This is an optimization exercise on Yosys and OpenROAD, whose aim is small area, a short achievable clock period and few clock cycles per item, not a production implementation. In this exercise RTL edits were held to simulation tests only and were not proved equivalent to the original. Power figures rest on the tool's default switching activity, not on a simulated workload.

$ cat flow/design.v
`default_nettype none
package cache_pkg;
    localparam int word_width      = 32;
    localparam int words_per_line  = 4;
    localparam int line_width      = word_width * words_per_line;   
    localparam int num_lines       = 8;
    localparam int index_width     = 3;
    localparam int offset_width    = 2;
    localparam int addr_width      = 30;                             
    localparam int tag_width       = addr_width - index_width - offset_width;
    localparam int line_addr_width = tag_width + index_width;        
    typedef logic [word_width-1:0]  word_t;
    typedef logic [tag_width-1:0]   tag_t;
    typedef logic [index_width-1:0] index_t;
    typedef word_t [words_per_line-1:0] line_t;
    typedef struct packed {
        tag_t                    tag;     
        index_t                  index;
        logic [offset_width-1:0] word;    
    } addr_fields_t;
    typedef union packed {
        logic [addr_width-1:0] flat;
        addr_fields_t          fields;
    } proc_addr_u;
    typedef enum logic [1:0] {
        idle      = 2'd0,
        compare   = 2'd1,
        allocate  = 2'd2,
        writeback = 2'd3
    } cache_state_e;
endpackage
`default_nettype wire
`timescale 1ns/100ps
`default_nettype none
module cache_sel8 (
    input  wire [7:0] s,
    input  wire [7:0] d,
    output wire       y
);
    assign y = |(s & d);
endmodule
`default_nettype wire
`default_nettype none
module cache_idx_dec (
    input  wire [2:0] idx,
    output wire [7:0] dec
);
    for (genvar i = 0; i < 8; i++) begin : g_dec
        assign dec[i] = (idx == i);
    end
endmodule
module cache_tag_match (
    input  wire        valid,
    input  wire [24:0] tag,
    input  wire [24:0] a_tag,
    output wire        match
);
    assign match = valid & (tag == a_tag);
endmodule
`default_nettype wire
`timescale 1ns/100ps
`default_nettype none
module write_back_cache (
    input  wire                                   clk,
    input  wire                                   rst_n,
    input  wire                                   proc_read,
    input  wire                                   proc_write,
    input  wire [cache_pkg::addr_width-1:0]       proc_addr,
    input  wire cache_pkg::word_t                 proc_wdata,
    output wire cache_pkg::word_t                 proc_rdata,
    output wire                                   proc_stall,
    output wire                                   mem_read,
    output wire                                   mem_write,
    output wire [cache_pkg::line_addr_width-1:0]  mem_addr,
    output wire cache_pkg::line_t                 mem_wdata,
    input  wire cache_pkg::line_t                 mem_rdata,
    input  wire                                   mem_ready
);
    localparam int WW = cache_pkg::word_width;
    localparam int LW = cache_pkg::line_width;
    localparam int NL = cache_pkg::num_lines;
    localparam int TW = cache_pkg::tag_width;
    wire  [LW-1:0] mem_line = mem_rdata;     
    logic [NL-1:0][LW-1:0] line_mem;
    logic [NL-1:0][TW-1:0] tag_mem;
    logic [NL-1:0] valid;
    logic [NL-1:0] dirty;
    wire [TW-1:0] a_tag = proc_addr[29:5];
    wire [2:0]    idx   = proc_addr[4:2];
    wire [1:0]    wsel  = proc_addr[1:0];
    wire          req   = proc_read | proc_write;
    localparam int ND = 5;                   
    logic [ND-1:0][NL-1:0] dec;
    for (genvar k = 0; k < ND; k++) begin : g_dec
        cache_idx_dec u_dec (.idx(idx), .dec(dec[k]));
    end
    wire [NL-1:0] idx_dec = dec[0];          
    logic [NL-1:0] line_hit;
    for (genvar i = 0; i < NL; i++) begin : g_match
        cache_tag_match u_match (.valid(valid[i]), .tag(tag_mem[i]), .a_tag(a_tag), .match(line_hit[i]));
    end
    logic          hit;
    logic          v_dirty;                  
    logic [TW-1:0] v_tag;
    logic [LW-1:0] line;
    cache_sel8 u_sel_hit   (.s(dec[0]), .d(line_hit), .y(hit));
    cache_sel8 u_sel_dirty (.s(dec[0]), .d(dirty), .y(v_dirty));
    for (genvar b = 0; b < TW; b++) begin : g_tag
        wire [NL-1:0] col;
        for (genvar i = 0; i < NL; i++) begin : g_col
            assign col[i] = tag_mem[i][b];
        end
        cache_sel8 u_sel (.s(dec[1]), .d(col), .y(v_tag[b]));
    end
    for (genvar b = 0; b < LW; b++) begin : g_line
        wire [NL-1:0] col;
        for (genvar i = 0; i < NL; i++) begin : g_col
            assign col[i] = line_mem[i][b];
        end
        cache_sel8 u_sel (.s(dec[2 + (b % 96) / 32]), .d(col), .y(line[b]));
    end
    assign mem_write = req & ~hit & v_dirty;
    assign mem_read  = req & ~hit & ~v_dirty;
    assign mem_addr  = {v_dirty ? v_tag : a_tag, idx};
    assign mem_wdata = line;
    logic [3:0] wsel_dec;
    always_comb begin
        for (int w = 0; w < 4; w++) begin
            wsel_dec[w] = (wsel == w);
        end
    end
    wire [7:0]     rd_sel = {wsel_dec & {4{mem_ready}}, wsel_dec & {4{~mem_ready}}};
    wire [WW-1:0]  rd_word;
    for (genvar b = 0; b < WW; b++) begin : g_rd
        cache_sel8 u_sel (
            .s (rd_sel),
            .d ({mem_line[96+b], mem_line[64+b], mem_line[32+b], mem_line[b],
                 line[96+b], line[64+b], line[32+b], line[b]}),
            .y (rd_word[b])
        );
    end
    assign proc_stall = ~hit & ~(mem_ready & ~v_dirty);
    assign proc_rdata = rd_word;
    wire fill    = mem_read & mem_ready;
    wire wb_done = mem_write & mem_ready;
    wire store   = proc_write & hit;
    logic [LW-1:0] wbus;
    always_comb begin
        for (int w = 0; w < 4; w++) begin
            wbus[w*WW +: WW] = (proc_write & wsel_dec[w]) ? proc_wdata : mem_line[w*WW +: WW];
        end
    end
    always_ff @(posedge clk) begin
        for (int i = 0; i < NL; i++) begin
            for (int w = 0; w < 4; w++) begin
                if (idx_dec[i] && (fill || (store && wsel_dec[w]))) begin
                    line_mem[i][w*WW +: WW] <= wbus[w*WW +: WW];
                end
            end
            if (idx_dec[i] && fill) begin
                tag_mem[i] <= a_tag;
            end
        end
    end
    always_ff @(posedge clk or negedge rst_n) begin
        if (!rst_n) begin
            valid <= '0;
            dirty <= '0;
        end else begin
            for (int i = 0; i < NL; i++) begin
                if (idx_dec[i]) begin
                    if (fill) begin
                        valid[i] <= 1'b1;
                        dirty[i] <= proc_write;
                    end else if (store) begin
                        dirty[i] <= 1'b1;
                    end else if (wb_done) begin
                        dirty[i] <= 1'b0;
                    end
                end
            end
        end
    end
endmodule
`default_nettype wire
$ cat flow/constraint.sdc
create_clock -name core_clock -period 5.2 [get_ports {clk}]
set_input_delay 1.0400 -clock core_clock [delete_from_list [all_inputs] [get_ports {clk}]]
set_output_delay 1.0400 -clock core_clock [all_outputs]
set_load 0.01 [all_outputs]
$ cat flow/config.mk
export PLATFORM = sky130hd
export DESIGN_NAME = write_back_cache
export DESIGN_NICKNAME = write_back_cache
export VERILOG_FILES = /design/flow/design.v
export SDC_FILE = /design/flow/constraint.sdc
export NUM_CORES = 4
export LEC_CHECK = 0
export CAP_MARGIN = 20
export CORE_MARGIN = 2
export CORE_UTILIZATION = 55
export GPL_ROUTABILITY_DRIVEN = 1
export PLACE_DENSITY = 0.75
export SETUP_SLACK_MARGIN = 0.8
export SLEW_MARGIN = 20
export SYNTH_HIERARCHICAL = 1
$ cat flow/standard.sh
#!/bin/bash
# synth_recipe.tcl (not shown) runs the flow's synth.tcl, then flattens the netlist and writes it again
# the make line also repeats each setting of config.mk as NAME=value (left out here)
make -C /OpenROAD-flow-scripts/flow DESIGN_CONFIG=/design/flow/config.mk WORK_HOME=/design/flow/orfs CLKGATE_MAP_FILE= SYNTH_SCRIPT=/design/flow/synth_recipe.tcl "${@:-finish}"
$ cat flow/flow/run.sh
#!/bin/bash
# Standard ORFS layout (the standard.sh, unchanged synthesis) with these changes:
#  - ports are buffered with sky130_fd_sc_hd__buf_1 (repair may upsize them later)
#  - clock tree built from clkbuf_4/clkbuf_8 with sink clusters of up to 20 within 45 um and no dummy loads
set -euo pipefail
export BUFFER_PORTS_ARGS="-buffer_cell sky130_fd_sc_hd__buf_1"
export CTS_ARGS="-sink_clustering_enable -repair_clock_nets -dont_use_dummy_load -buf_list {sky130_fd_sc_hd__clkbuf_4 sky130_fd_sc_hd__clkbuf_8} -sink_clustering_size 20 -sink_clustering_max_diameter 45"
bash standard.sh cts > standard_cts.log 2>&1 || { tail -50 standard_cts.log; exit 1; }
bash standard.sh SETUP_SLACK_MARGIN=1.0 finish > standard_finish.log 2>&1 || { tail -50 standard_finish.log; exit 1; }
test -f out/final.def
==> flow_summary.yaml, run 1 <==
status:
  status: "timing/DRC/antenna clean"
grt:
  grt_pass1_vias: 30760
  grt_use_met1: 0.4306
  grt_max_degree: 65
  use_met3: 0.1108
  top_usage_layer: "met2"
  gr-usage-all-layers: 0.3381
  grt_antenna_before_repair: 39
  grt_pass1_wl_um: 219000
  grt_remaining_overflow: 0
  grt_util_met2: 0.5189
placement:
  port_buffers: 385
  place_congestion: 0.9150
  dp_hpwl_um: 101700
  placedCellCount: 4423
die:
  fp-row-count: 109
  start_util: 0.5545
  num_io_pins: 386
  dieArea_mm2: 0.09151
  fp.dieW_um: 302.5
  core_mm2: 0.08837
  die_y_um: 302.5
synthesis:
  synth_flop_cell: "edfxtp_1"
  synth.distinct_cells: 34
  ys_warn_count: 7
  synth-seq-cells: 1240
  synth.net_count: 2955
  synthArstFlopShare: 0.01290
  synth_enable_flop_cells: 1224
  avgSynthCellArea_um2: 17.76
  ys_seq_area_frac: 0.7582
  synthCells: 2760
  synth_area_mm2: 0.04901
clock_tree:
  clock_sinks: 1240
  postCtsHoldBufs: 0
  clk_latency_ns: 0.82
  clkTransAtPathRegs_ns: 0.08
  htreeDepth: 3
  cts_buffer_depth: 3
  cts_buffers: 114
  clock-root-buffer: "clkbuf_8"
  cts_tree: "yes"
critical_path:
  crit_type: "primary input to primary output"
  required_ns: 4.16
  critPathLaunchType: "primary input"
  end_kind: "primary output"
  rr_worst_depth: 12
  crit_arrival_ns: 3.30
  worst-path-max-fanout: 27
routing:
  dr.pass1.iters: 6
  vias: 32440
  via_per_inst: 7.064
  drc: 0
  wire_per_inst_um: 34.89
  routed_wl_um: 160200
  drt_iter0_drc: 5040
  drtAntennaViolNets: 0
cells_and_area:
  drive_gt1_frac: 0.1827
  area.sequential_mm2: 0.03716
  fillers: 6116
  final_net_count: 3601
  multiInputGateArea_mm2: 0.01253
  fin_util: 0.6367
  area_delta_synth_final_pct: 14.81
  fin_cells: 4593
timing:
  finalHoldViolCount: 0
  rsz0062_at_grt: "true"
  setup_viol: 0
  slew-limit-headroom: 0.3269
  tightest_slew_ns: 1.010
  fin_crit_sh: 0.8355
  hold_ws_ns: 0.3972
  fin_crit_ns: 4.344
  tns_ns: 0
  fmax_mhz: 230.2
  fin_skew_ns: 0.1113
  maxSlewViolCount: 0
power:
  report.power.total_mw: 18.17
  ir_worst_vdd_mv: 0.2867
  power.density_mw_per_mm2: 322.9
  leakage_nw: 17.03
worst_hold_path:
  hold_class: "primary input to asynchronous set/reset pin"
job:
  cap_violations: 0
-- Yosys cell counts (all sizes together) (5+ instances only) --
cell type  number  area share
nor4           40      0.0061
a21o            8      0.0012
buf            23      0.0027
mux2          161       0.037
nor3b          16      0.0026
a22oi         748        0.11
nand3          17      0.0017
edfxtp       1224        0.75
xnor2          72       0.013
and3b          15      0.0031
nand4         203       0.026
nor3            7     0.00071
xor2          128       0.023
nor2           10     0.00082
o221ai          8      0.0014
nor2b          10      0.0013
and2           32      0.0041
and3            5     0.00077
dfrtp          16      0.0082
-- registers in the layout, summed over array words and instances, names as in the netlist --
name      cells
tag_mem     200
dirty         8
line_mem   1024
valid         8
-- through the flow --
step / instance area (um^2) / worst slack, ns
after floorplan: 49100 / 0.7414
after global placement: 53690 / 0.05195
after detailed placement: 53690 / 0.02316
after CTS: 55670 / 0.6290
after global routing: 56230 / 0.8496
final: 56260 / 0.8556
-- per-module statistics from Yosys, one instance, submodules excluded --
module / copies in the design / cell area [um^2] / cells inside
write_back_cache: 1 / 39660 / 1513
cache_tag_match: 8 / 279.0 / 34
cache_idx_dec: 5 / 65.06 / 8
cache_sel8: 187 / 36.28 / 5
-- placed cells by master (no fill, tap or decap), drive strengths merged --
master,instances
edfxtp,1224
a22oi,748
buf,534
nand4,203
mux2,161
clkbuf,129
xor2,128
xnor2,72
nor4,40
and2,32
diode,24
and3b,20
nand3,17
dfrtp,16
nor3b,16
nor2b,10
nor2,10
o221ai,8
a21o,8
nor3,7
and3,6
nand2b,3
o22ai,3
inv,2
nand2,2
nand3b,2
o21bai,1
o32a,1
o21a,1
-- cells by family (layout without fill, tap and decap cells) --
family                 after synthesis  after routing  synth area share
other                                0             24                 0
AO/OA/AOI/OAI                      770            770            0.1181
flip-flops                        1240           1240            0.7582
multiplexers                       161            161           0.03699
XOR/XNOR                           200            200           0.03574
AND/OR/NAND/NOR                    362            368           0.04797
buffers and inverters               27            665          0.002987
-- report_power, final --
| group | switching [mW] | internal [mW] | leakage, nW |
|---|---|---|---|
| registers | 0.0682 | 11.2 | 11.3 |
| logic | 1.38 | 0.601 | 4.95 |
| clock network | 2.95 | 1.94 | 0.820 |
| total | 4.39 | 13.8 | 17.0 |
-- critical path: stages --
cell and delay [ns]:
buf_12 0.19, buf_4 0.19, nor3b_4 0.05, buf_6 0.21
buf_4 0.25, a22oi_1 0.20, nand4_1 0.17, a22oi_2 0.57
nand4_1 0.18, buf_1 0.16
-- timing repair --
action | 4_1_cts | 5_1_grt
gates resized for setup | 77 | 120
endpoints found under the setup margin | 72 | 64
pin swaps | 6 | 22
buffers inserted | 7 | 18
gates cloned | 1 | 5
-- routing by layer --
| metal | share of wire | up-vias |
|---|---|---|
| met3 | 0.15 | 420 |
| met1 | 0.33 | 16130 |
| met5 | 0.0015 | - |
| met2 | 0.46 | 2743 |
| met4 | 0.060 | 38 |
| li1 | - | 13120 |
-- final timing paths --
path	endpoint	from	slack (ns)
worst max-delay path	proc_rdata[30]	proc_addr[3]	0.86
worst min-delay path	valid[3]	rst_n	0.40
worst max register to register	line_mem[196]	tag_mem[143]	1.42
worst min register to register	valid[6]	valid[6]	0.46
max in group asynchronous	dirty[6]	rst_n	4.17
min in group core_clock	valid[6]	valid[6]	0.46
-- cell type report --
cell class | count | area share
Timing Repair Buffer | 549 | 0.06196
Multi-Input combinational cell | 1499 | 0.2227
Antenna cell | 24 | 0.001067
Tap cell | 1165 | 0.02591
Sequential cell | 1240 | 0.6604
Inverter | 2 | 0.0001334
Clock buffer | 114 | 0.02789
Testbench counts, summed over its fixed seeds: cycles 79,084, accesses 32,000.
==> run 2: changes to the inputs <==
--- a/flow/design.v
+++ b/flow/design.v
@@ -130,11 +130,15 @@
         end
     end
-    wire [7:0]     rd_sel = {wsel_dec & {4{mem_ready}}, wsel_dec & {4{~mem_ready}}};
+    wire [7:0]     rd_sel;
+    for (genvar w = 0; w < 4; w++) begin : g_rd_sel
+        assign rd_sel[2*w]   = wsel_dec[w] & ~mem_ready;
+        assign rd_sel[2*w+1] = wsel_dec[w] & mem_ready;
+    end
     wire [WW-1:0]  rd_word;
     for (genvar b = 0; b < WW; b++) begin : g_rd
         cache_sel8 u_sel (
             .s (rd_sel),
-            .d ({mem_line[96+b], mem_line[64+b], mem_line[32+b], mem_line[b],
-                 line[96+b], line[64+b], line[32+b], line[b]}),
+            .d ({mem_line[96+b], line[96+b], mem_line[64+b], line[64+b],
+                 mem_line[32+b], line[32+b], mem_line[b], line[b]}),
             .y (rd_word[b])
         );
==> flow_summary.yaml, run 2 <==
cells_and_area:
  final_cell_mix: "1224 x edfxtp_1, 701 x a22oi_1, 355 x buf_1, 203 x nand4_1, 161 x mux2_2"
  drive_gt1_frac: 0.1927
  final_common_cell: "edfxtp_1"
  fin_cells: 4640
  largest_register_ffs: 1024
  area_delta_synth_final_pct: 15.86
  fillers: 6075
  reg_top3: "line_mem (1024), tag_mem (200)"
  multiInputGateArea_mm2: 0.01247
  final_cell_area_mm2: 0.05678
  final_net_count: 3654
  area.sequential_mm2: 0.03716
  largest_register: "line_mem"
timing:
  maxSlewViolCount: 0
  rsz0062_at_grt: "true"
  tightest_slew_ns: 0.9555
  fin_crit_ns: 4.325
  finalHoldViolCount: 0
  tns_ns: 0
  fmax_mhz: 231.2
  fin_skew_ns: 0.1492
  setup_viol: 0
  fin_crit_sh: 0.8318
  slew-limit-headroom: 0.3630
  fin_ws_ns: 0.8745
grt:
  grt_pass1_vias: 31130
  top_usage_layer: "met2"
  grt_remaining_overflow: 0
  grt_use_met1: 0.4435
  grt_antenna_before_repair: 25
  grt_pass1_wl_um: 226000
  grt_max_degree: 43
  grt_util_met2: 0.5503
  gr-usage-all-layers: 0.3517
  use_met3: 0.1059
placement:
  dp_hpwl_um: 106000
  place_congestion: 0.9838
  place_ws_ns: 0.1045
  port_buffers: 385
  placed_cell_area_mm2: 0.05375
  placedCellCount: 4434
synthesis:
  yosysMostFrequentCell: "edfxtp_1"
  synthArstFlopShare: 0.01290
  ys_seq_area_frac: 0.7582
  synth_commonest_cells: "1224 x edfxtp_1, 748 x a22oi_1, 203 x nand4_1, 161 x mux2_2, 128 x xor2_1"
  synthTopCellsByArea: "edfxtp_1 75%, a22oi_1 11%, mux2_2 3.7%"
  avgSynthCellArea_um2: 17.76
  synthCells: 2760
  synth.largest_area_cell: "edfxtp_1"
  ys_warn_count: 7
  synth-seq-cells: 1240
  synth_area_mm2: 0.04901
  synth_enable_flop_cells: 1224
  synth_flop_cell: "edfxtp_1"
  synth.distinct_cells: 34
  netlist.area_leader.share: 0.7500
  synth.net_count: 2955
power:
  power.density_mw_per_mm2: 322.3
  ir_worst_vdd_mv: 0.2841
  leakage_nw: 17.38
  report.power.total_mw: 18.30
routing:
  dr.pass1.iters: 9
  drc: 0
  vias: 32890
  via_per_inst: 7.089
  wire_per_inst_um: 35.98
  routed_wl_um: 167000
  drtAntennaViolNets: 0
  drt_iter0_drc: 5017
clock_tree:
  cts_buffer_depth: 3
  cts_buffers: 116
  cts_tree: "yes"
  clock-root-buffer: "clkbuf_8"
  clock_sinks: 1240
  postCtsHoldBufs: 0
  clkTransAtPathRegs_ns: 0.07
  clk_latency_ns: 0.82
  htreeDepth: 3
die:
  fp-row-count: 109
  die_y_um: 302.5
  fp.dieW_um: 302.5
  core_mm2: 0.08837
  dieArea_mm2: 0.09151
  num_io_pins: 386
  start_util: 0.5545
job:
  cap_violations: 0
critical_path:
  critPathLaunchType: "primary input"
  crit_arrival_ns: 3.29
  worst-path-max-fanout: 8
  end_kind: "primary output"
  crit_type: "primary input to primary output"
  required_ns: 4.16
worst_hold_path:
  hold_class: "primary input to asynchronous set/reset pin"
status:
  status: "timing/DRC/antenna clean"
## run 2: cell counts after synthesis
No cell type changed its count.
## run 2: Yosys stat by module (local to each module, per instance)
module            times used  flops+latches  area [um^2]
cache_tag_match            8              0        279.0
cache_idx_dec              5              0        65.06
cache_sel8               187              0        36.28
write_back_cache           1           1240        39660
## run 2: area by class of cell
| cell class | instances | share of cell area |
|---|---|---|
| diodes | 18 | 0.0007933 |
| clock buffers | 116 | 0.02812 |
| inverters | 2 | 0.0001322 |
| multi-input cells | 1500 | 0.2196 |
| flip-flops and latches | 1240 | 0.6544 |
| well taps | 1165 | 0.02567 |
| repair buffers | 599 | 0.07129 |
## run 2: power by group
part / switching, mW / total [mW] / internal [mW]
registers: 0.0666 / 11.3 / 11.2
clock network: 2.94 / 4.91 / 1.97
logic: 1.45 / 2.08 / 0.638
## run 2: stage by stage
step                      hold slack [ns]  utilization
final                              0.3338       0.6425
after global routing               0.4305       0.6421
after CTS                          0.3234       0.6296
after detailed placement           0.4437       0.6082
after global placement             0.4491       0.6082
after floorplan                    0.4274            -
## run 2: final timing paths
check | cells after the start | from | slack, ns | endpoint
min in group core_clock | 1 | valid[4] | 0.46 | valid[4]
worst max-delay path | 7 | mem_ready | 0.87 | proc_rdata[23]
max in group asynchronous | 1 | rst_n | 4.24 | dirty[6]
worst min register to register | 1 | valid[4] | 0.46 | valid[4]
worst min-delay path | 1 | rst_n | 0.33 | dirty[2]
worst max register to register | 11 | tag_mem[2] | 1.60 | line_mem[920]
## run 2: repair_timing
item                                    CTS  global route
resized for setup                        50           145
pin swaps                                11            49
endpoints found under the setup margin   44            65
gates cloned                              1            12
buffers inserted                          9            50
## run 2: cell families (layout without fill, tap and decap cells)
group,after synthesis,count (layout),share of synthesized area
flops,1240,1240,0.7582
buf+inv,27,717,0.002987
other cells,0,18,0
compound gates,770,770,0.1181
mux,161,161,0.03699
simple gates,362,369,0.04797
xor+xnor,200,200,0.03574
## run 2: critical path, stage by stage
cell and delay (ns):
buf_1 0.25, inv_1 0.38, nor3_4 0.09, buf_12 0.17, a22oi_1 0.61, nand4_1 0.44, buf_2 0.28
## run 2: layer usage
metal,part of all wire,vias up
li1,-,13230
met1,0.32,16190
met2,0.45,2895
met3,0.16,550
met4,0.069,20
met5,0.00063,-
Testbench counts of run 2, summed over its fixed seeds: cycles 79,084, accesses 32,000.
==> run 3: changes to the inputs <==
--- a/flow/config.mk
+++ b/flow/config.mk
@@ -11,5 +11,5 @@
 export GPL_ROUTABILITY_DRIVEN = 1
 export PLACE_DENSITY = 0.75
-export SETUP_SLACK_MARGIN = 0.8
+export SETUP_SLACK_MARGIN = 0.65
 export SLEW_MARGIN = 20
 export SYNTH_HIERARCHICAL = 1
==> flow_summary.yaml, run 3 <==
synthesis:
  synthTopCellsByArea: "edfxtp_1 75%, a22oi_1 11%, mux2_2 3.7%"
  netlist.area_leader.share: 0.7500
  yosysMostFrequentCell: "edfxtp_1"
  synth_flop_cell: "edfxtp_1"
  ys_seq_area_frac: 0.7582
  synth.largest_area_cell: "edfxtp_1"
  synth_area_mm2: 0.04901
  synthArstFlopShare: 0.01290
  synthCells: 2760
  avgSynthCellArea_um2: 17.76
  synth.net_count: 2955
  synth_enable_flop_cells: 1224
  synth_commonest_cells: "1224 x edfxtp_1, 748 x a22oi_1, 203 x nand4_1, 161 x mux2_2, 128 x xor2_1"
  ys_warn_count: 7
  synth-seq-cells: 1240
  synth.distinct_cells: 34
placement:
  dp_hpwl_um: 92880
  place_congestion: 0.8934
  port_buffers: 385
cells_and_area:
  largest_register_ffs: 1024
  largest_register: "line_mem"
  area_delta_synth_final_pct: 13.94
  final_common_cell: "edfxtp_1"
  final_cell_mix: "1224 x edfxtp_1, 743 x a22oi_1, 361 x buf_1, 203 x nand4_1, 161 x mux2_2"
  drive_gt1_frac: 0.1679
  reg_top3: "line_mem (1024), tag_mem (200)"
  fillers: 6075
  final_net_count: 3586
  fin_util: 0.6318
  multiInputGateArea_mm2: 0.01221
  area.sequential_mm2: 0.03716
timing:
  setup_viol: 0
  maxSlewViolCount: 0
  rsz0062_at_grt: "true"
  fin_crit_ns: 4.210
  fin_skew_ns: 0.1425
  fin_crit_sh: 0.8097
  tns_ns: 0
  fmax_mhz: 237.5
  finalHoldViolCount: 0
  tightest_slew_ns: 0.9509
  slew-limit-headroom: 0.3661
critical_path:
  max_stage_delay_ns: 0.40
  crit_buf_inv: 3
  crit_type: "primary input to primary output"
  end_kind: "primary output"
  required_ns: 4.16
  critPathLaunchType: "primary input"
  cp_top_family: "simple AND/OR/NAND/NOR gates"
  r2r_slack_ns: 1.53
  slowest_stage: "and3b_2"
  worst-path-max-fanout: 26
  cp_cell_sequence: "buf_6 -> and3b_2 -> buf_6 -> a22oi_1 -> nand4_1 -> a22oi_1 -> nand4_1 -> buf_1"
  crit_arrival_ns: 3.17
clock_tree:
  clock-root-buffer: "clkbuf_8"
  htreeDepth: 3
  clkTransAtPathRegs_ns: 0.07
  clk_latency_ns: 0.80
  clock_sinks: 1240
  cts_tree: "yes"
  cts_buffer_depth: 3
  postCtsHoldBufs: 0
  cts_buffers: 112
grt:
  gr-usage-all-layers: 0.3225
  grt_antenna_before_repair: 8
  grt_remaining_overflow: 0
  grt_pass1_wl_um: 211800
  top_usage_layer: "met2"
  grt_pass1_vias: 31790
  grt_use_met1: 0.4072
  grt_max_degree: 65
  use_met3: 0.07719
  grt_util_met2: 0.5257
routing:
  drc: 0
  drt_iter0_drc: 4677
  drtAntennaViolNets: 0
  wire_per_inst_um: 33.08
  routed_wl_um: 150800
  vias: 31950
  via_per_inst: 7.009
  dr.pass1.iters: 6
worst_hold_path:
  hold_class: "primary input to asynchronous set/reset pin"
die:
  die_y_um: 302.5
  fp-row-count: 109
  num_io_pins: 386
  start_util: 0.5545
  fp.dieW_um: 302.5
  dieArea_mm2: 0.09151
  core_mm2: 0.08837
power:
  power.density_mw_per_mm2: 322.5
  leakage_nw: 16.94
  ir_worst_vdd_mv: 0.2520
job:
  cap_violations: 0
status:
  status: "timing/DRC/antenna clean"
## run 3: cell type report
class | instances | area share
clock buffers | 112 | 0.02761
diodes | 4 | 0.0001793
repair buffers | 542 | 0.06198
flip-flops and latches | 1240 | 0.6654
multi-input cells | 1493 | 0.2186
inverters | 2 | 0.0001344
well taps | 1165 | 0.02610
## run 3: timing repair
item                       in CTS  in global routing
buffers inserted                1                 20
setup endpoints to repair      60                 81
pin swaps                       1                 18
gates resized for setup        24                 77
## run 3: path summary, 6_finish.rpt
check,startpoint,cells after the start,end
worst max-delay path,proc_addr[3],8,proc_rdata[9]
min in group core_clock,valid[6],1,valid[6]
max in group asynchronous,rst_n,1,dirty[7]
worst max register to register,tag_mem[49],11,line_mem[780]
worst min-delay path,rst_n,1,dirty[5]
worst min register to register,valid[6],1,valid[6]
## run 3: logic make-up after synthesis
logic type / after synthesis / synth area share
XOR/XNOR: 200 / 0.03574
multiplexers: 161 / 0.03699
AO/OA/AOI/OAI: 770 / 0.1181
buffers and inverters: 27 / 0.002987
AND/OR/NAND/NOR: 362 / 0.04797
flip-flops: 1240 / 0.7582
## run 3: through the flow
stage          setup WS [ns]  instance area, um^2  power [mW]  hold slack [ns]  instances
2_1_floorplan         0.6992                49090       12.41           0.4274       2760
3_5_place_dp          0.2638                53730       13.32           0.4496       4421
3_3_place_gp          0.3086                53730       13.25           0.4395       4421
5_1_grt               0.9470                55830       18.45           0.4825       4556
4_1_cts               0.6405                55350       17.94           0.4415       4534
6_report              0.9898                55840       18.01           0.4675       4558
## run 3: power breakdown
group	internal, mW	switching [mW]	leakage [nW]	total, mW
clock	1.90	2.91	0.805	4.82
sequential	11.2	0.0665	11.3	11.3
combinational	0.589	1.30	4.87	1.89
total	13.7	4.27	16.9	18.0
## run 3: per-module statistics from Yosys, one instance, submodules excluded
module            cells inside  area (um^2)  flip-flops and latches
write_back_cache          1513        39660                    1240
cache_idx_dec                8        65.06                       0
cache_sel8                   5        36.28                       0
cache_tag_match             34        279.0                       0
## run 3: per-layer routing
metal / vias up / wire length, um / part of all wire
li1: 13050 / - / -
met5: - / 63 / 0.00042
met1: 15850 / 50460 / 0.33
met2: 2556 / 72310 / 0.48
met3: 484 / 19270 / 0.13
met4: 12 / 8672 / 0.058
==> run 4: changes to the inputs <==
--- a/flow/config.mk
+++ b/flow/config.mk
@@ -11,5 +11,5 @@
 export GPL_ROUTABILITY_DRIVEN = 1
 export PLACE_DENSITY = 0.75
-export SETUP_SLACK_MARGIN = 0.65
+export SETUP_SLACK_MARGIN = 0.5
 export SLEW_MARGIN = 20
 export SYNTH_HIERARCHICAL = 1
==> flow_summary.yaml, run 4 <==
status:
  status: "timing/DRC/antenna clean"
timing:
  tightest_slew_ns: 0.9106
  maxSlewViolCount: 0
  fin_crit_sh: 0.8139
  fin_skew_ns: 0.08133
  fin_crit_ns: 4.232
  fin_ws_ns: 0.9678
  hold_ws_ns: 0.3961
  setup_viol: 0
  fmax_mhz: 236.3
  rsz0062_at_grt: "true"
  finalHoldViolCount: 0
  slew-limit-headroom: 0.3921
  tns_ns: 0
cells_and_area:
  reg_top3: "line_mem (1024), tag_mem (200)"
  final_net_count: 3605
  final_common_cell: "edfxtp_1"
  drive_gt1_frac: 0.1722
  area_delta_synth_final_pct: 13.86
  largest_register_ffs: 1024
  final_cell_mix: "1224 x edfxtp_1, 733 x a22oi_1, 358 x buf_1, 203 x nand4_1, 161 x mux2_2"
  largest_register: "line_mem"
  final_cell_area_mm2: 0.05580
  fillers: 6219
synthesis:
  avgSynthCellArea_um2: 17.76
  synthTopCellsByArea: "edfxtp_1 75%, a22oi_1 11%, mux2_2 3.7%"
  netlist.area_leader.share: 0.7500
  synth.net_count: 2955
  synth.largest_area_cell: "edfxtp_1"
  synth.distinct_cells: 34
  synth-seq-cells: 1240
  ys_warn_count: 7
  yosysMostFrequentCell: "edfxtp_1"
  synthArstFlopShare: 0.01290
  ys_seq_area_frac: 0.7582
  synth_commonest_cells: "1224 x edfxtp_1, 748 x a22oi_1, 203 x nand4_1, 161 x mux2_2, 128 x xor2_1"
  synth_area_mm2: 0.04901
  synth_enable_flop_cells: 1224
  synth_flop_cell: "edfxtp_1"
  synthCells: 2760
grt:
  grt_antenna_before_repair: 10
  grt_pass1_vias: 31080
  use_met3: 0.09810
  grt_pass1_wl_um: 215700
  grt_remaining_overflow: 0
  top_usage_layer: "met2"
  grt_max_degree: 51
  gr-usage-all-layers: 0.3299
  grt_util_met2: 0.5092
  grt_use_met1: 0.4400
die:
  core_mm2: 0.08837
  dieArea_mm2: 0.09151
  num_io_pins: 386
  fp-row-count: 109
  die_y_um: 302.5
  start_util: 0.5545
  fp.dieW_um: 302.5
routing:
  drc: 0
  routed_wl_um: 155500
  drtAntennaViolNets: 0
  vias: 32250
  drt_iter0_drc: 4887
  dr.pass1.iters: 6
  wire_per_inst_um: 33.96
  via_per_inst: 7.042
critical_path:
  cp_cell_sequence: "buf_8 -> buf_4 -> nor3_4 -> buf_12 -> a22oi_1 -> nand4_1 -> a22oi_1 -> nand4_1 -> buf_1"
  end_kind: "primary output"
  slowest_stage: "a22oi_1"
  rr_worst_depth: 11
  crit_buf_inv: 4
  worst-path-max-fanout: 50
  cp_top_family: "buffers and inverters"
  crit_arrival_ns: 3.19
  cp-startpoint: "proc_addr[4]"
  critPathLaunchType: "primary input"
  rr_startpoint: "tag_mem[137]"
  max_stage_delay_ns: 0.48
  cp-endpoint: "proc_rdata[0]"
  r2r-end: "line_mem[271]"
  crit_type: "primary input to primary output"
  r2r_slack_ns: 1.38
  required_ns: 4.16
  crit_cells: 9
job:
  cap_violations: 0
power:
  power.density_mw_per_mm2: 324.7
  ir_worst_vdd_mv: 0.2159
  leakage_nw: 16.97
clock_tree:
  clock_sinks: 1240
  clkTransAtPathRegs_ns: 0.07
  cts_buffer_depth: 3
  clk_latency_ns: 0.78
  postCtsHoldBufs: 0
  cts_tree: "yes"
  cts_buffers: 113
  htreeDepth: 3
  clock-root-buffer: "clkbuf_8"
placement:
  placed_cell_area_mm2: 0.05353
  dp_hpwl_um: 101700
  place_congestion: 1.026
  place_ws_ns: -0.05168
  port_buffers: 385
worst_hold_path:
  hold_class: "primary input to asynchronous set/reset pin"
run 4: final cells by class:
type                            instances  area, um^2  area share
Tap cell                             1165        1458     0.02612
Inverter                                2       7.507   0.0001345
Multi-Input combinational cell       1495       12250      0.2195
Timing Repair Buffer                  558        3359     0.06020
Antenna cell                            7       17.52   0.0003139
Sequential cell                      1240       37160      0.6659
Clock buffer                          113        1555     0.02787
run 4: power by group:
group	switching [mW]	internal, mW	total [mW]
registers	0.0676	11.2	11.3
logic	1.37	0.592	1.97
clock network	2.93	1.92	4.85
total	4.37	13.8	18.1
run 4: timing repair:
item / in CTS / in global routing
buffers inserted: 0 / 30
cloned: 0 / 2
resized for setup: 21 / 130
endpoints found under the setup margin: 9 / 575
pin swaps: 0 / 37
run 4: stage by stage:
| step | cells | power (mW) | util |
|---|---|---|---|
| after floorplan | 2760 | 12.41 | - |
| after global placement | 4428 | 13.31 | 0.6057 |
| after detailed placement | 4428 | 13.37 | 0.6057 |
| after CTS | 4541 | 18.04 | 0.6242 |
| after global routing | 4577 | 18.58 | 0.6313 |
| final | 4580 | 18.12 | 0.6314 |
run 4: how the worst min path moves through the flow:
stage,endpoint,slack (ns),depth (start not counted)
after floorplan,valid[0],0.43,1
after global placement,valid[6],0.44,1
after detailed placement,valid[5],0.45,1
after CTS,valid[1],0.35,1
after global routing,valid[1],0.44,1
final,valid[1],0.40,1
run 4: logic make-up after synthesis:
| logic type | share of synthesized area |
|---|---|
| mux | 0.03699 |
| buf+inv | 0.002987 |
| simple gates | 0.04797 |
| flops | 0.7582 |
| compound gates | 0.1181 |
| xor+xnor | 0.03574 |
run 4: per-module statistics from Yosys (local to each module, per instance):
| module | flip-flops and latches | cell area, um^2 | cells inside |
|---|---|---|---|
| cache_idx_dec | 0 | 65.06 | 8 |
| cache_sel8 | 0 | 36.28 | 5 |
| cache_tag_match | 0 | 279.0 | 34 |
| write_back_cache | 1240 | 39660 | 1513 |
run 4: metal layers:
| metal | routed length [um] | up-vias |
|---|---|---|
| li1 | - | 13100 |
| met1 | 55380 | 16210 |
| met2 | 72130 | 2551 |
| met3 | 21270 | 393 |
| met4 | 6685 | 8 |
| met5 | 52 | - |
==> run 5: changes to the inputs <==
--- a/flow/config.mk
+++ b/flow/config.mk
@@ -8,8 +8,8 @@
 export CAP_MARGIN = 20
 export CORE_MARGIN = 2
-export CORE_UTILIZATION = 55
+export CORE_UTILIZATION = 60
 export GPL_ROUTABILITY_DRIVEN = 1
 export PLACE_DENSITY = 0.75
-export SETUP_SLACK_MARGIN = 0.5
+export SETUP_SLACK_MARGIN = 0.65
 export SLEW_MARGIN = 20
 export SYNTH_HIERARCHICAL = 1
==> flow_summary.yaml, run 5 <==
synthesis:
  netlist.area_leader.share: 0.7500
  synth_enable_flop_cells: 1224
  synthArstFlopShare: 0.01290
  ys_warn_count: 7
  ys_seq_area_frac: 0.7582
  synth.distinct_cells: 34
  yosysMostFrequentCell: "edfxtp_1"
  synth-seq-cells: 1240
  synthTopCellsByArea: "edfxtp_1 75%, a22oi_1 11%, mux2_2 3.7%"
  synth.net_count: 2955
  synth_flop_cell: "edfxtp_1"
  avgSynthCellArea_um2: 17.76
  synth.largest_area_cell: "edfxtp_1"
  synthCells: 2760
  synth_area_mm2: 0.04901
  synth_commonest_cells: "1224 x edfxtp_1, 748 x a22oi_1, 203 x nand4_1, 161 x mux2_2, 128 x xor2_1"
cells_and_area:
  fin_cells: 4514
  final_net_count: 3643
  largest_register: "line_mem"
  fin_util: 0.7008
  area_delta_synth_final_pct: 15.36
  largest_register_ffs: 1024
  reg_top3: "line_mem (1024), tag_mem (200)"
  drive_gt1_frac: 0.1889
  final_common_cell: "edfxtp_1"
  final_cell_mix: "1224 x edfxtp_1, 708 x a22oi_1, 369 x buf_1, 203 x nand4_1, 161 x mux2_2"
critical_path:
  required_ns: 4.16
  cp_cell_sequence: "buf_6 -> and3b_4 -> buf_4 -> a22oi_1 -> nand4_1 -> a22oi_1 -> nand4_1 -> buf_1"
  crit_cells: 8
  slowest_stage: "a22oi_1"
  cp-endpoint: "proc_rdata[31]"
  crit_buf_inv: 3
  rr_startpoint: "tag_mem[84]"
  end_kind: "primary output"
  max_stage_delay_ns: 0.37
  r2r_slack_ns: 1.46
  worst-path-max-fanout: 17
  critPathLaunchType: "primary input"
  cp_top_family: "simple AND/OR/NAND/NOR gates"
  crit_type: "primary input to primary output"
  rr_worst_depth: 12
  r2r-end: "tag_mem[159]"
  cp-startpoint: "proc_addr[2]"
  crit_arrival_ns: 3.23
routing:
  vias: 32450
  drc: 0
  wire_per_inst_um: 35.80
  routed_wl_um: 161600
  dr.pass1.iters: 8
  drtAntennaViolNets: 0
  drt_iter0_drc: 5047
  via_per_inst: 7.188
job:
  cap_violations: 0
placement:
  placedCellCount: 4329
  place_ws_ns: 0.3028
  dp_hpwl_um: 105300
  place_congestion: 0.9674
  port_buffers: 385
clock_tree:
  cts_buffers: 114
  clkTransAtPathRegs_ns: 0.08
  postCtsHoldBufs: 0
  cts_buffer_depth: 3
  clk_latency_ns: 0.81
  htreeDepth: 3
  clock_sinks: 1240
  cts_tree: "yes"
  clock-root-buffer: "clkbuf_8"
timing:
  fin_crit_ns: 4.265
  finalHoldViolCount: 0
  setup_viol: 0
  rsz0062_at_grt: "true"
  tns_ns: 0
  tightest_slew_ns: 0.9761
  fmax_mhz: 234.5
  fin_crit_sh: 0.8202
  fin_ws_ns: 0.9347
  maxSlewViolCount: 0
  slew-limit-headroom: 0.3493
  fin_skew_ns: 0.08935
grt:
  top_usage_layer: "met2"
  grt_remaining_overflow: 0
  use_met3: 0.1039
  grt_pass1_wl_um: 217800
  grt_antenna_before_repair: 33
  grt_util_met2: 0.5873
  gr-usage-all-layers: 0.3691
  grt_use_met1: 0.4686
  grt_pass1_vias: 30580
  grt_max_degree: 65
die:
  fp-row-count: 104
  start_util: 0.6074
  fp.dieW_um: 289.8
  num_io_pins: 386
  core_mm2: 0.08068
  die_y_um: 289.8
  dieArea_mm2: 0.08398
power:
  report.power.total_mw: 18.22
  switchingPower_mw: 4.400
  p_clk_frac: 0.266
  ir_worst_vdd_mv: 0.2186
  pwr-share-comb: 0.113
  seq_power_share: 0.621
  p_int_mw: 13.82
  power_switching_share: 0.2415
  power.density_mw_per_mm2: 322.2
  leakage_nw: 17.29
status:
  status: "timing/DRC/antenna clean"
worst_hold_path:
  hold_class: "primary input to asynchronous set/reset pin"
run 5: how the worst min path moves through the flow:
stage	cells after the start	end
2_1_floorplan	1	valid[0]
3_3_place_gp	1	valid[7]
3_5_place_dp	1	valid[5]
4_1_cts	1	valid[7]
5_1_grt	1	dirty[4]
6_report	1	dirty[6]
run 5: modules after synthesis, one instance, submodules excluded:
module | area (um^2) | cells inside | copies in the design | flip-flops and latches
write_back_cache | 39660 | 1513 | 1 | 1240
cache_tag_match | 279.0 | 34 | 8 | 0
cache_idx_dec | 65.06 | 8 | 5 | 0
cache_sel8 | 36.28 | 5 | 187 | 0
run 5: worst reg2reg max path, stage by stage (launching register included):
cell	delay (ns)
edfxtp_1	0.43
xor2_1	0.18
nor4_2	0.07
buf_4	0.15
nand3_2	0.12
nor4_2	0.06
a22oi_1	0.19
nand4_1	0.27
o21bai_4	0.31
buf_4	0.17
nor2_2	0.53
and2_1	0.70
buf_12	0.25
run 5: per-stage QoR:
step | cell area [um^2] | hold slack (ns)
floorplan | 49090 | 0.4274
global placement | 53690 | 0.4376
detailed placement | 53690 | 0.4446
CTS | 55380 | 0.3984
global route | 56520 | 0.4719
finish | 56540 | 0.4194
run 5: power by group through the flow:
stage / clock network (mW) / logic (mW) / registers [mW]
CTS: 4.87 / 1.89 / 11.3
finish: 4.85 / 2.06 / 11.3
global route: 5.21 / 2.13 / 11.3
detailed placement: 0 / 1.88 / 11.5
global placement: 0 / 1.84 / 11.5
floorplan: 0 / 0.898 / 11.5
run 5: kinds of logic after synthesis:
group	count (synthesis)	share of synthesized area
compound gates	770	0.1181
flops	1240	0.7582
buf+inv	27	0.002987
mux	161	0.03699
xor+xnor	200	0.03574
simple gates	362	0.04797
run 5: per-layer routing:
metal  vias up  routed length [um]
met2      2673               75780
met3       450               23180
met4        40                9332
met1     16110               53040
li1      13180                   -
met5         -                 251
run 5: layout make-up:
cell class	instances	area, um^2
Antenna cell	8	20.02
Clock buffer	114	1569
Fill cell	5129	24140
Inverter	2	7.507
Multi-Input combinational cell	1498	12450
Sequential cell	1240	37160
Tap cell	1060	1326
Timing Repair Buffer	592	4011
run 5: timing repair:
item                       4_1_cts  5_1_grt
gates resized for setup         21      132
setup endpoints to repair       35      106
cloned                           0       16
hold endpoints to repair         0        0
buffers inserted                 4       43
pin swaps                        2       60

[separate check: timing with driven ports]
No port has a modelled driver above. Below, the same layouts with a new extraction and two added sets of constraints.
Step 1 (the two cells are an assumption about what drives the block):
set clk [get_ports {clk}]
set_driving_cell -lib_cell sky130_fd_sc_hd__clkbuf_16 $clk
set_driving_cell -lib_cell sky130_fd_sc_hd__buf_2 [delete_from_list [all_inputs] $clk]
Step 2 adds t to the input delays and takes it off the output delays; t is the mean of the earliest and latest rising clock arrival at the registers after step 1. Input paths then give back, and output paths get back, about the clock's delay inside the block.
Three values: no drivers, after step 1, after step 2; two values: the first two.
| run | shift t [ns] | setup WS [ns] | slew at the worst register clock pin (ns) |
|---|---|---|---|
| run 1 | 0.825 | 0.856 / 0.793 / 0.435 | 0.11 / 0.11 |
| run 2 | 0.811 | 0.875 / 0.772 / 0.720 | 0.11 / 0.11 |
| run 3 | 0.791 | 0.990 / 0.919 / 0.600 | 0.12 / 0.12 |
| run 4 | 0.791 | 0.968 / 0.815 / 0.450 | 0.11 / 0.11 |
| run 5 | 0.818 | 0.935 / 0.840 / 0.442 | 0.12 / 0.12 |
After both steps every run listed still meets setup and hold. For run 4, which loses most, drivers alone change the setup slack by -0.153 ns; drivers and shift together by -0.518 ns.
